Source: an optimization exercise on an open RTL-to-GDS flow (aim: small area, a short achievable clock period and few clock cycles). Production flows keep margins and buffers that such runs may drop. The RTL was checked by simulation tests, not by an equivalence proof against the original design. Power figures rest on the tool's default switching activity, not on a simulated workload.

==> flow/design.v (excerpt) <==
module ml_ops_top (
  input  logic              clk_i,
  input  logic              rst_i,
  input  logic              ml_ops_enable_i,
  input  logic              loading_data_i,
  input  logic              relu_en_i,
  input  logic              dotp_en_i,
  input  logic              ex_ready_i,
  input  ml_ops_pkg::addr_t operand_a_addr_i,
  input  ml_ops_pkg::len_t  operand_b_size_i,
  input  ml_ops_pkg::word_t mem_rd_data_i,
  output ml_ops_pkg::word_t reg_wr_data_o,
  output ml_ops_pkg::word_t mem_wr_data_o,
  output ml_ops_pkg::addr_t mem_addr_o,
  output logic              mem_rd_en_o,
  output logic              mem_wr_en_o,
  output logic              reg_wr_en_o,
  output logic              ml_op_done_o,
  output logic              ml_ready_o
);
Size in the first run: about 340 flip-flops, ~200 I/O pins, roughly 0.021 mm2 of cells after synthesis.
Settings: LEC_CHECK=0, CAP_MARGIN=20, CORE_MARGIN=2, CORE_UTILIZATION=60, CTS_CLUSTER_DIAMETER=120, CTS_CLUSTER_SIZE=24, SLEW_MARGIN=20; clock period 9.0 ns.
standard.sh (not shown) runs the stock make flow with config.mk's settings and CLKGATE_MAP_FILE= SYNTH_SCRIPT=/design/flow/synth_recipe.tcl, a recipe that flattens the netlist after the stock synthesis.
==> flow/flow/run.sh <==
#!/bin/bash
# The standard layout, with stronger port buffers and setup repair aimed
# below the clock period (same clock, same constraints).
export BUFFER_PORTS_ARGS="-buffer_cell sky130_fd_sc_hd__buf_4"
export SETUP_SLACK_MARGIN=6.0
export ABC_CLOCK_PERIOD_IN_PS=3000
bash standard.sh > standard_run.log 2>&1
Testbench counts at the start, summed over its fixed seeds: cycles 45,209.
Change:
--- a/flow/design.v
+++ b/flow/design.v
@@ -721,32 +721,35 @@
   localparam logic [3:0] T1   = 4'd9;
   localparam logic [3:0] T2   = 4'd10;
   localparam logic [3:0] T3   = 4'd11;
   localparam logic [3:0] T4   = 4'd12;
   localparam logic [3:0] T5   = 4'd13;
   localparam logic [3:0] FIN  = 4'd14;
   logic [3:0]  st_q, st_d;
   logic        rd_d, wr_d, done_d, regwr_d, ready_d;
   logic        relu_q;
+  logic        same;
+  logic        sq_q;
   logic        last_q;
   logic [15:0] rem_q;
   logic        rem_dec;
   logic        rem_one;
   logic        inc;
   logic [31:0] cur_q, oth_q, cur_nx;
   logic [31:0] a_q;
   logic [31:0] x_q;
   logic [7:0]  one_q, two_q, neg_q;
   logic [31:0] p_q, q_q, r_q, p_nx, q_nx, r_nx;
   logic [31:0] s_q, c_q, sa, ca, c1s, c1c, c2s, c2c, c3s, c3c;
   logic        v1_q, v2_q;
   logic        inc_q, clr_q, sum_q;
   assign rem_one = (rem_q == 16'd1);
+  assign same    = (operand_a_addr_i == oth_q);
   always_comb begin
     st_d    = st_q;
     rd_d    = 1'b0;
     wr_d    = 1'b0;
     done_d  = 1'b0;
     regwr_d = 1'b0;
     rem_dec = 1'b0;
     case (st_q)
       IDLE: if (loading_data_i) st_d = LD2;
@@ -777,33 +780,42 @@
         st_d   = RW2;
         wr_d   = 1'b1;
         done_d = last_q;
       end
       RW2: begin
         st_d = RR1;
         rd_d = 1'b1;
       end
       DA: begin
-        st_d = DB;
-        rd_d = 1'b1;
+        if (!sq_q) begin
+          st_d = DB;
+          rd_d = 1'b1;
+        end else begin
+          rem_dec = 1'b1;
+          if (rem_one) begin
+            st_d = T1;
+          end else begin
+            rd_d = 1'b1;
+          end
+        end
       end
       DB: begin
         rem_dec = 1'b1;
         if (rem_one) begin
           st_d = T1;
         end else begin
           st_d = DA;
           rd_d = 1'b1;
         end
       end
       T1: st_d = T2;
       T2: st_d = T3;
-      T3: st_d = T4;
+      T3: st_d = sq_q ? T5 : T4;
       T4: st_d = T5;
       T5: begin
         st_d    = FIN;
         regwr_d = 1'b1;
         done_d  = 1'b1;
       end
       default: st_d = FIN;
     endcase
     if (ml_op_done_o) begin
@@ -833,69 +845,76 @@
       v1_q         <= 1'b0;
       v2_q         <= 1'b0;
     end else begin
       st_q         <= st_d;
       mem_rd_en_o  <= rd_d;
       mem_wr_en_o  <= wr_d;
       reg_wr_en_o  <= regwr_d;
       ml_op_done_o <= done_d;
       ml_ready_o   <= ready_d;
-      v1_q         <= ml_ops_enable_i && (st_q == DB);
+      v1_q         <= ml_ops_enable_i && (st_q == DB || (st_q == DA && sq_q));
       v2_q         <= ml_ops_enable_i && v1_q;
     end
   end
   always_ff @(posedge clk_i) begin
     inc_q <= (st_d == RR1) || (st_d == RW1);
     clr_q <= (st_d == LD2);
     sum_q <= (st_d == T5);
   end
   always_ff @(posedge clk_i) begin
     if (st_q == IDLE) begin
       relu_q <= relu_en_i;
       rem_q  <= operand_b_size_i[15:0];
     end else if (rem_dec) begin
       rem_q  <= rem_q - 16'd1;
     end
     if (st_q == RR2) begin
       last_q <= rem_one;
     end
+    if (st_q == LD2) begin
+      sq_q <= same;
+    end else if (st_q == IDLE) begin
+      sq_q <= 1'b0;
+    end
   end
-  assign inc    = inc_q;
+  assign inc    = inc_q || sq_q;
   assign cur_nx = {cur_q[31:2] + 30'd1, cur_q[1:0]};
   always_ff @(posedge clk_i) begin
     cur_q <= inc ? cur_nx : oth_q;
     if (st_q == IDLE || st_q == LD2) begin
       oth_q <= operand_a_addr_i;
     end else if (!inc) begin
       oth_q <= cur_nx;
     end
   end
   assign mem_addr_o = cur_q;
   logic [16:0] yraw;
   logic [7:0]  one_d, two_d, neg_d;
   logic        yv;
-  assign yv = ml_ops_enable_i && (v1_q || v2_q);
+  assign yv = ml_ops_enable_i && (v1_q || (v2_q && !sq_q));
   always_comb begin
     yraw = v1_q ? {mem_rd_data_i[15:0], 1'b0} : a_q[31:15];
     for (int r = 0; r < 8; r++) begin
       one_d[r] = yv && (yraw[2*r+1] ^ yraw[2*r]);
       two_d[r] = yv && ((yraw[2*r+2] && !yraw[2*r+1] && !yraw[2*r]) ||
                         (!yraw[2*r+2] && yraw[2*r+1] && yraw[2*r]));
       neg_d[r] = yv && yraw[2*r+2] && !(yraw[2*r+1] && yraw[2*r]);
     end
   end
   always_ff @(posedge clk_i) begin
     if (sum_q) begin
       a_q <= s_q + c_q;
     end else begin
       a_q <= mem_rd_data_i & ~{32{relu_q && mem_rd_data_i[31]}};
     end
-    if (v1_q) begin
+    if (v1_q && sq_q) begin
+      x_q <= {mem_rd_data_i[30:15], mem_rd_data_i[15:0]};
+    end else if (v1_q) begin
       x_q <= a_q;
     end else begin
       x_q <= {x_q[15:0], 16'd0};
     end
     one_q <= one_d;
     two_q <= two_d;
     neg_q <= neg_d;
     p_q   <= p_nx;
     q_q   <= q_nx;
Fmax goes up by 0.63%.
Clock skew goes up by 0.0048 ns.
Core utilization goes down by 0.17 points.
Hold slack gains 0.050 ns.
Via count goes up by 8.4%.
Routed wire length goes up by 11%.
Register-to-register slack gains 0.03 ns.
Worst setup slack gains 0.019 ns.
Total power goes down by 3.2%.
Cell area goes up by 3.2%.
Synthesized cell count goes up by 7.3%.
Die area goes up by 3.9%.
Testbench counts after the change, summed over its fixed seeds: cycles 42,935.

## port drivers added, routing unchanged
Ports are ideal in the flow. The routed layouts listed here were re-timed in OpenROAD.
Step 1 sets driving cells, clkbuf_16 on the clock port and buf_2 on the other inputs (assumed; they add their load-dependent delay and slew).
Step 2 times the ports against the registers' clock, not the clock port: input delays grow and output delays shrink by t, the midpoint of the rising clock arrivals with the driver on.
Three values: ideal ports, drivers, drivers and shift; two values: the first two.
run | t, ns | setup WS [ns] | worst register clock-pin slew, ns
the first run | 0.585 | 5.999 / 5.969 / 5.773 | 0.10 / 0.10
the second run | 0.589 | 6.018 / 5.963 / 5.583 | 0.10 / 0.10
After both steps every run listed still meets setup and hold. For the second run, which loses most, drivers alone change the setup slack by -0.055 ns; drivers and shift together by -0.435 ns.
